This design comes from an exercise in tuning for small area, a short achievable clock period and few clock cycles per item on the open sky130 flow, not from production work. The RTL was checked by simulation tests, not by an equivalence proof against the original design.

==> flow/design.v <==
package chacha_pkg;
  localparam int unsigned NumWords  = 16;
  localparam int unsigned WordW     = 32;
  localparam int unsigned IdxW      = 4;
  localparam int unsigned RoundW    = 5;
  localparam int unsigned CfgIdxW   = 3;
  localparam int unsigned CfgDataW  = 64;
  localparam int unsigned CounterW  = 64;
  localparam logic [RoundW-1:0] RoundsReset = 5'd20;
  localparam logic [CfgIdxW-1:0] CFG_ROUND_COUNT = 3'd0;
  localparam logic [CfgIdxW-1:0] CFG_KEY_01      = 3'd1;
  localparam logic [CfgIdxW-1:0] CFG_KEY_23      = 3'd2;
  localparam logic [CfgIdxW-1:0] CFG_KEY_45      = 3'd3;
  localparam logic [CfgIdxW-1:0] CFG_KEY_67      = 3'd4;
  localparam logic [CfgIdxW-1:0] CFG_NONCE       = 3'd5;
  localparam logic [WordW-1:0] SIGMA0 = 32'h6170_7865;
  localparam logic [WordW-1:0] SIGMA1 = 32'h3320_646E;
  localparam logic [WordW-1:0] SIGMA2 = 32'h7962_2D32;
  localparam logic [WordW-1:0] SIGMA3 = 32'h6B20_6574;
  typedef struct packed {
    logic            load;
    logic            step;
    logic            diag;
    logic            second;
    logic            emit;
    logic [IdxW-1:0] idx;
  } chacha_cmd_t;
  typedef struct packed {
    logic [RoundW-1:0] round_count;
    logic              out_free;
  } chacha_sts_t;
endpackage
import chacha_pkg::*;
module chacha_ctrl (
  input  logic                    clk_i,
  input  logic                    rst_ni,
  input  logic                    in_valid_i,
  output logic                    in_stall_o,
  output chacha_pkg::chacha_cmd_t cmd_o,
  input  chacha_pkg::chacha_sts_t sts_i
);
  localparam logic [1:0] S_IDLE  = 2'd0;
  localparam logic [1:0] S_ROUND = 2'd1;
  localparam logic [1:0] S_EMIT  = 2'd2;
  logic [1:0]        state_q, state_d;
  logic [RoundW-1:0] done_q, done_d;
  logic              half_q, half_d;
  logic [IdxW-1:0]   idx_q, idx_d;
  logic              accept;
  assign in_stall_o = (state_q != S_IDLE);
  assign accept     = in_valid_i && !in_stall_o;
  always_comb begin
    state_d      = state_q;
    done_d       = done_q;
    half_d       = half_q;
    idx_d        = idx_q;
    cmd_o        = '0;
    cmd_o.diag   = done_q[0];
    cmd_o.second = half_q;
    cmd_o.idx    = idx_q;
    case (state_q)
      S_IDLE: begin
        if (accept) begin
          cmd_o.load = 1'b1;
          done_d     = '0;
          half_d     = 1'b0;
          idx_d      = '0;
          state_d    = (sts_i.round_count == '0) ? S_EMIT : S_ROUND;
        end
      end
      S_ROUND: begin
        cmd_o.step = 1'b1;
        half_d     = !half_q;
        if (half_q) begin
          done_d = done_q + 5'd1;
          if (done_d == sts_i.round_count) begin
            state_d = S_EMIT;
          end
        end
      end
      S_EMIT: begin
        if (sts_i.out_free) begin
          cmd_o.emit = 1'b1;
          idx_d      = idx_q + 4'd1;
          if (idx_q == 4'(NumWords - 1)) begin
            state_d = S_IDLE;
          end
        end
      end
      default: state_d = S_IDLE;
    endcase
  end
  always_ff @(posedge clk_i or negedge rst_ni) begin
    if (!rst_ni) begin
      state_q <= S_IDLE;
      done_q  <= '0;
      half_q  <= 1'b0;
      idx_q   <= '0;
    end else begin
      state_q <= state_d;
      done_q  <= done_d;
      half_q  <= half_d;
      idx_q   <= idx_d;
    end
  end
endmodule
import chacha_pkg::*;
module chacha_dp (
  input  logic                           clk_i,
  input  logic                           rst_ni,
  input  chacha_pkg::chacha_cmd_t        cmd_i,
  output chacha_pkg::chacha_sts_t        sts_o,
  input  logic [chacha_pkg::CounterW-1:0] block_counter_i,
  input  logic                           cfg_valid_i,
  output logic                           cfg_ready_o,
  input  logic [chacha_pkg::CfgIdxW-1:0] cfg_index_i,
  input  logic [chacha_pkg::CfgDataW-1:0] cfg_data_i,
  output logic                           out_valid_o,
  input  logic                           out_stall_i,
  output logic [chacha_pkg::WordW-1:0]   keystream_word_o,
  output logic [chacha_pkg::IdxW-1:0]    word_index_o,
  output logic                           last_word_o
);
  logic [RoundW-1:0]   rounds_q;
  logic [CfgDataW-1:0] key01_q, key23_q, key45_q, key67_q, nonce_q;
  logic [CounterW-1:0] cnt_q;
  logic [NumWords-1:0][WordW-1:0] w_q;
  logic [NumWords-1:0][WordW-1:0] w_d;
  logic [NumWords-1:0][WordW-1:0] st;
  logic [4-1:0][WordW-1:0] na;
  logic [4-1:0][WordW-1:0] nb;
  logic [4-1:0][WordW-1:0] nc;
  logic [4-1:0][WordW-1:0] nd;
  logic                out_valid_q;
  logic [WordW-1:0]    out_word_q;
  logic [IdxW-1:0]     out_idx_q;
  logic                out_last_q;
  assign cfg_ready_o = 1'b1;
  always_ff @(posedge clk_i or negedge rst_ni) begin
    if (!rst_ni) begin
      rounds_q <= RoundsReset;
      key01_q  <= '0;
      key23_q  <= '0;
      key45_q  <= '0;
      key67_q  <= '0;
      nonce_q  <= '0;
    end else if (cfg_valid_i && cfg_ready_o) begin
      case (cfg_index_i)
        CFG_ROUND_COUNT: rounds_q <= cfg_data_i[RoundW-1:0];
        CFG_KEY_01:      key01_q  <= cfg_data_i;
        CFG_KEY_23:      key23_q  <= cfg_data_i;
        CFG_KEY_45:      key45_q  <= cfg_data_i;
        CFG_KEY_67:      key67_q  <= cfg_data_i;
        CFG_NONCE:       nonce_q  <= cfg_data_i;
        default: ;
      endcase
    end
  end
  always_comb begin
    st[0]  = SIGMA0;
    st[1]  = SIGMA1;
    st[2]  = SIGMA2;
    st[3]  = SIGMA3;
    st[4]  = key01_q[31:0];
    st[5]  = key01_q[63:32];
    st[6]  = key23_q[31:0];
    st[7]  = key23_q[63:32];
    st[8]  = key45_q[31:0];
    st[9]  = key45_q[63:32];
    st[10] = key67_q[31:0];
    st[11] = key67_q[63:32];
    st[12] = cnt_q[31:0];
    st[13] = cnt_q[63:32];
    st[14] = nonce_q[31:0];
    st[15] = nonce_q[63:32];
  end
  for (genvar g = 0; g < 4; g++) begin : g_lane
    localparam logic [IdxW-1:0] AI = 4'(g);
    localparam logic [IdxW-1:0] BC = 4'(4 + g);
    localparam logic [IdxW-1:0] CC = 4'(8 + g);
    localparam logic [IdxW-1:0] DC = 4'(12 + g);
    localparam logic [IdxW-1:0] BD = 4'(4 + ((g + 1) % 4));
    localparam logic [IdxW-1:0] CD = 4'(8 + ((g + 2) % 4));
    localparam logic [IdxW-1:0] DD = 4'(12 + ((g + 3) % 4));
    logic [WordW-1:0] b_op, c_op, d_op, x1, x2;
    always_comb begin
      b_op  = cmd_i.diag ? w_q[BD] : w_q[BC];
      c_op  = cmd_i.diag ? w_q[CD] : w_q[CC];
      d_op  = cmd_i.diag ? w_q[DD] : w_q[DC];
      na[g] = w_q[AI] + b_op;
      x1    = d_op ^ na[g];
      nd[g] = cmd_i.second ? {x1[23:0], x1[31:24]} : {x1[15:0], x1[31:16]};
      nc[g] = c_op + nd[g];
      x2    = b_op ^ nc[g];
      nb[g] = cmd_i.second ? {x2[24:0], x2[31:25]} : {x2[19:0], x2[31:20]};
    end
  end
  always_comb begin
    w_d = w_q;
    if (cmd_i.load) begin
      w_d     = st;
      w_d[12] = block_counter_i[31:0];
      w_d[13] = block_counter_i[63:32];
    end else if (cmd_i.step) begin
      w_d[0]  = na[0];
      w_d[1]  = na[1];
      w_d[2]  = na[2];
      w_d[3]  = na[3];
      w_d[4]  = cmd_i.diag ? nb[3] : nb[0];
      w_d[5]  = cmd_i.diag ? nb[0] : nb[1];
      w_d[6]  = cmd_i.diag ? nb[1] : nb[2];
      w_d[7]  = cmd_i.diag ? nb[2] : nb[3];
      w_d[8]  = cmd_i.diag ? nc[2] : nc[0];
      w_d[9]  = cmd_i.diag ? nc[3] : nc[1];
      w_d[10] = cmd_i.diag ? nc[0] : nc[2];
      w_d[11] = cmd_i.diag ? nc[1] : nc[3];
      w_d[12] = cmd_i.diag ? nd[1] : nd[0];
      w_d[13] = cmd_i.diag ? nd[2] : nd[1];
      w_d[14] = cmd_i.diag ? nd[3] : nd[2];
      w_d[15] = cmd_i.diag ? nd[0] : nd[3];
    end
  end
  always_ff @(posedge clk_i) begin
    w_q <= w_d;
    if (cmd_i.load) begin
      cnt_q <= block_counter_i;
    end
    if (cmd_i.emit) begin
      out_word_q <= w_q[cmd_i.idx] + st[cmd_i.idx];
      out_idx_q  <= cmd_i.idx;
      out_last_q <= (cmd_i.idx == 4'(NumWords - 1));
    end
  end
  always_ff @(posedge clk_i or negedge rst_ni) begin
    if (!rst_ni) begin
      out_valid_q <= 1'b0;
    end else if (cmd_i.emit) begin
      out_valid_q <= 1'b1;
    end else if (!out_stall_i) begin
      out_valid_q <= 1'b0;
    end
  end
  assign sts_o.round_count = rounds_q;
  assign sts_o.out_free    = !out_valid_q || !out_stall_i;
  assign out_valid_o      = out_valid_q;
  assign keystream_word_o = out_word_q;
  assign word_index_o     = out_idx_q;
  assign last_word_o      = out_last_q;
endmodule
import chacha_pkg::*;
module chacha_keystream_block_core (
  input  logic                            clk_i,
  input  logic                            rst_ni,
  input  logic                            in_valid_i,
  output logic                            in_stall_o,
  input  logic [chacha_pkg::CounterW-1:0] block_counter_i,
  output logic                            out_valid_o,
  input  logic                            out_stall_i,
  output logic [chacha_pkg::WordW-1:0]    keystream_word_o,
  output logic [chacha_pkg::IdxW-1:0]     word_index_o,
  output logic                            last_word_o,
  input  logic                            cfg_valid_i,
  output logic                            cfg_ready_o,
  input  logic [chacha_pkg::CfgIdxW-1:0]  cfg_index_i,
  input  logic [chacha_pkg::CfgDataW-1:0] cfg_data_i
);
  chacha_pkg::chacha_cmd_t cmd;
  chacha_pkg::chacha_sts_t sts;
  chacha_ctrl u_ctrl (
    .clk_i      (clk_i),
    .rst_ni     (rst_ni),
    .in_valid_i (in_valid_i),
    .in_stall_o (in_stall_o),
    .cmd_o      (cmd),
    .sts_i      (sts)
  );
  chacha_dp u_dp (
    .clk_i            (clk_i),
    .rst_ni           (rst_ni),
    .cmd_i            (cmd),
    .sts_o            (sts),
    .block_counter_i  (block_counter_i),
    .cfg_valid_i      (cfg_valid_i),
    .cfg_ready_o      (cfg_ready_o),
    .cfg_index_i      (cfg_index_i),
    .cfg_data_i       (cfg_data_i),
    .out_valid_o      (out_valid_o),
    .out_stall_i      (out_stall_i),
    .keystream_word_o (keystream_word_o),
    .word_index_o     (word_index_o),
    .last_word_o      (last_word_o)
  );
endmodule
==> flow/run.sh <==
#!/bin/bash
# synth_recipe.tcl (not shown) runs the flow's synth.tcl, then flattens the netlist and writes it again
# the make line also repeats each setting of config.mk as NAME=value (left out here)
make -C /OpenROAD-flow-scripts/flow DESIGN_CONFIG=/design/flow/config.mk WORK_HOME=/design/flow/orfs CLKGATE_MAP_FILE= SYNTH_SCRIPT=/design/flow/synth_recipe.tcl finish
==> flow/config.mk <==
export PLATFORM = sky130hd
export DESIGN_NAME = chacha_keystream_block_core
export DESIGN_NICKNAME = chacha_keystream_block_core
export VERILOG_FILES = /design/flow/design.v
export SDC_FILE = /design/flow/constraint.sdc
export NUM_CORES = 4
export LEC_CHECK = 0
export CAP_MARGIN = 35
export CORE_MARGIN = 2
export CORE_UTILIZATION = 40
export SETUP_SLACK_MARGIN = 0.4
export SLEW_MARGIN = 35
==> flow/constraint.sdc <==
create_clock -name core_clock -period 10.0 [get_ports {clk_i}]
set_input_delay 2.0000 -clock core_clock [delete_from_list [all_inputs] [get_ports {clk_i}]]
set_output_delay 2.0000 -clock core_clock [all_outputs]
set_load 0.01 [all_outputs]
==> run notes <==
## layout make-up
class / count / area (sq um) / area share
diodes: 26 / 65.1 / 0.000754
clock buffers: 161 / 3240 / 0.0376
clock inverters: 59 / 696 / 0.00807
inverters: 158 / 626 / 0.00725
multi-input cells: 5408 / 44300 / 0.514
flip-flops and latches: 951 / 25600 / 0.297
well taps: 2355 / 2950 / 0.0342
repair buffers: 1048 / 8720 / 0.101
## placed cells by master, fill, tap and decap left out, types with 19 or more instances in the layout
cell type | netlist | routed
nand4_1 | 30 | 30
nand3_1 | 91 | 90
xnor2_2 | 2 | 19
dfxtp_1 | 128 | 128
mux2i_2 | 0 | 23
nand2_1 | 580 | 578
o211ai_1 | 38 | 38
xnor2_1 | 335 | 315
o21bai_1 | 38 | 37
clkbuf_16 | 0 | 121
buf_4 | 9 | 838
nor3_1 | 69 | 67
a211oi_1 | 42 | 41
nand2b_1 | 40 | 39
o21ai_0 | 410 | 395
clkbuf_1 | 281 | 30
and3_1 | 29 | 29
clkdlybuf4s50_1 | 0 | 173
clkinv_2 | 0 | 19
diode_2 | 0 | 26
xor2_1 | 225 | 216
a31oi_1 | 57 | 54
or2_2 | 20 | 20
nor2b_1 | 38 | 37
a21o_1 | 108 | 108
inv_1 | 154 | 152
o21a_1 | 42 | 42
and2_1 | 36 | 36
mux2_2 | 560 | 560
mux2i_1 | 447 | 415
o22a_1 | 31 | 31
nor2_1 | 594 | 581
mux4_2 | 266 | 266
dfrtp_1 | 336 | 330
a21oi_1 | 532 | 524
a22o_1 | 60 | 60
ha_1 | 276 | 272
edfxtp_1 | 485 | 485
o22ai_1 | 35 | 35
o21ai_1 | 24 | 32
## cell usage after synthesis, drive strengths merged, types with 31 or more instances
master  instances
o21bai         39
a31oi          60
and2           36
o21ai         438
edfxtp        485
nand3          92
dfrtp         336
and3           31
nand2         581
a21oi         542
mux2i         449
xor2          231
mux4          266
o22ai          35
o22a           32
a211oi         47
ha            276
nand2b         40
mux2          561
nor2b          38
xnor2         339
dfxtp         128
a21o          109
buf           135
clkbuf        285
nor2          594
a22o           60
nor3           72
o211ai         43
inv           158
o21a           43
## final timing paths
kind / start / endpoint / slack [ps] / cells after the start
setup / recovery: u_ctrl.done_q[0] / u_dp.w_q[230] / 550 / 36
hold / removal: u_dp.w_q[64] / u_dp.w_q[64] / 490 / 2
setup reg to reg: u_ctrl.done_q[0] / u_dp.w_q[230] / 550 / 36
hold reg to reg: u_dp.w_q[64] / u_dp.w_q[64] / 490 / 2
max in group asynchronous: rst_ni / u_ctrl.half_q / 7060 / 3
min in group asynchronous: rst_ni / u_dp.key45_q[25] / 1080 / 1
## routing by layer
layer	share of wire	track usage	wire (um)
met1	0.37	0.561	158000
met2	0.41	0.664	178000
met3	0.11	0.130	45500
met4	0.11	0.417	49100
met5	0.00049	0	211
## sequential cells by signal, indices dropped and copies added, names as in the netlist, 5 cells and up
name	flops
u_ctrl.done_q	5
u_dp.cnt_q	64
u_dp.key01_q	64
u_dp.key23_q	64
u_dp.key45_q	64
u_dp.key67_q	64
u_dp.nonce_q	64
u_dp.out_word_q	32
u_dp.rounds_q	5
u_dp.w_q	512
## logic make-up after synthesis
group | Yosys count | synth area share
muxes | 1276 | 0.235
and+or+nand+nor | 1611 | 0.0984
xor gates and xnor gates | 584 | 0.0755
buffers and inverters | 582 | 0.0349
DFF | 951 | 0.357
AOI/OAI and AO/OA | 1646 | 0.148
adders and majority gates | 290 | 0.0514
other | 1 | 0.0000524
## worst max-delay path: cells and delay by family, from the launching register on
kind / cells / cell delay [ps]
AO/OA/AOI/OAI: 17 / 4290
XOR/XNOR: 4 / 1080
adder cells (fa/ha/maj): 2 / 700
buffers and inverters: 10 / 1920
flip-flops: 1 / 500
multiplexers: 1 / 490
AND/OR/NAND/NOR: 2 / 150
## timing repair
item / in CTS / in global routing
setup endpoints to repair: 24 / 74
resized for setup: 11 / 44
gates cloned: 1 / 3
buffers inserted: 4 / 8
pin swaps: 1 / 12
==> flow_summary.toml <==
[place]
portBuffers = 174
dp_slack_ps = -6.57
dp_hpwl_um = 349000
place_area_sq_mm = 0.0816
gp_congestion = 1.14
dp.cells = 9902

[die]
pin_count = 176
rows = 155
die_h_um = 427
die_w_um = 427
core_sq_mm = 0.178
start_util = 0.402
dieArea_sq_mm = 0.182

[min_path]
worstHoldPathType = "register to register"

[drt]
drc_errors = 0
routedWlPerCell_um = 42.4
vias_per_cell = 6.57
wl_um = 431000
antenna_left = 0
drt_iter0_markers = 10233
vias = 66819
drt-pass1-iter-count = 9

[synth]
synth_top_area_frac = 0.203
ys_ff_latch = 951
avgSynthCellArea_sq_um = 10.3
synthCells = 6941
yosysWarnings = 2
synthFlopType = "edfxtp_1"
ys_top_cells_by_area = "edfxtp_1 20%, dfrtp_1 12%, mux2_2 8.8%"
seq_area_frac_synth = 0.357
syn_nets = 7362
netlist_area_sq_mm = 0.0716
synth_top_area_cell = "edfxtp_1"
synthArstFlopShare = 0.355
synth_cell_type_count = 128
synth-edff-count = 485

[timing]
holdWs_ps = 492
finalHoldViolations = 0
tightest_slew_ps = 1080
slew_headroom = 0.258
rsz0062_at_grt = "false"
finalMaxSlewViolations = 0
clock_skew_ps = 47.9
setup-violations-final = 0
finalCriticalPeriod_ps = 9450
post-route-period-util = 0.945
max_freq_mhz = 106
fin_tns_setup_ps = 0
setup_ws_ps = 552

[critical_path]
arrival_ps = 10040
crit_type = "register to register"
max_stage_delay_ps = 540
critical_path_required_ps = 10590
worst_setup_path_end_kind = "register"
crit_path_max_fanout = 14
crit_path_start_kind = "register"
crit_top_cell = "buf_4"
cp_slowest_cell = "a2111oi_4"

[layout]
fin_nets = 8103
instances_no_fill = 10166
area_growth_pct = 20.4
final_cell_area_sq_mm = 0.0862
drive_above_1_share = 0.275
final_core_util = 0.484
fillerInstances = 16722

[clock_network]
htreeDepth = 3
clk_pin_slew_ps = 60
clk_latency_ps = 840
hold_buffers = 0
clock_sinks = 951
cts_tree = "built"
cts_buffers = 115
root_buffer = "clkbuf_16"
cts_buffer_depth = 3

[grt]
grt_max_degree = 150
grt_pass1_wl_um = 563000
grt_usage = 0.462
first_global_vias = 62146
grt.overflow.total = 0
antenna_found_initial = 58

[run_status]
status = "no timing/DRC/antenna violations"

[job]
drv_cap = 0
Testbench counts, summed over its fixed seeds: cycles 21,920, blocks 384.

separate check: timing with driven ports:
Ports are ideal in the flow. The routed layout listed here was re-timed in OpenROAD. Step 1 assumes that a clkbuf_16 drives the clock port and a buf_2 every other input. Step 2 adds t to the input delays and takes it off the output delays; t is the mean of the earliest and latest rising clock arrival at the registers after step 1. Input paths then give back, and output paths get back, about the clock's delay inside the block. Slacks: ideal / step 1 / step 2; pairs: ideal / step 1.
t, ns: 0.917
setup WS [ns]: 0.552 / 0.552 / 0.552
hold slack, ns: 0.492 / 0.492 / 0.492
latest minus earliest clock arrival (ns): 0.048 / 0.048
worst register clock-pin slew, ns: 0.08 / 0.08
After both steps setup and hold are still met in this run. For this run, drivers alone change the setup slack by 0.000 ns; drivers and shift together by 0.000 ns.
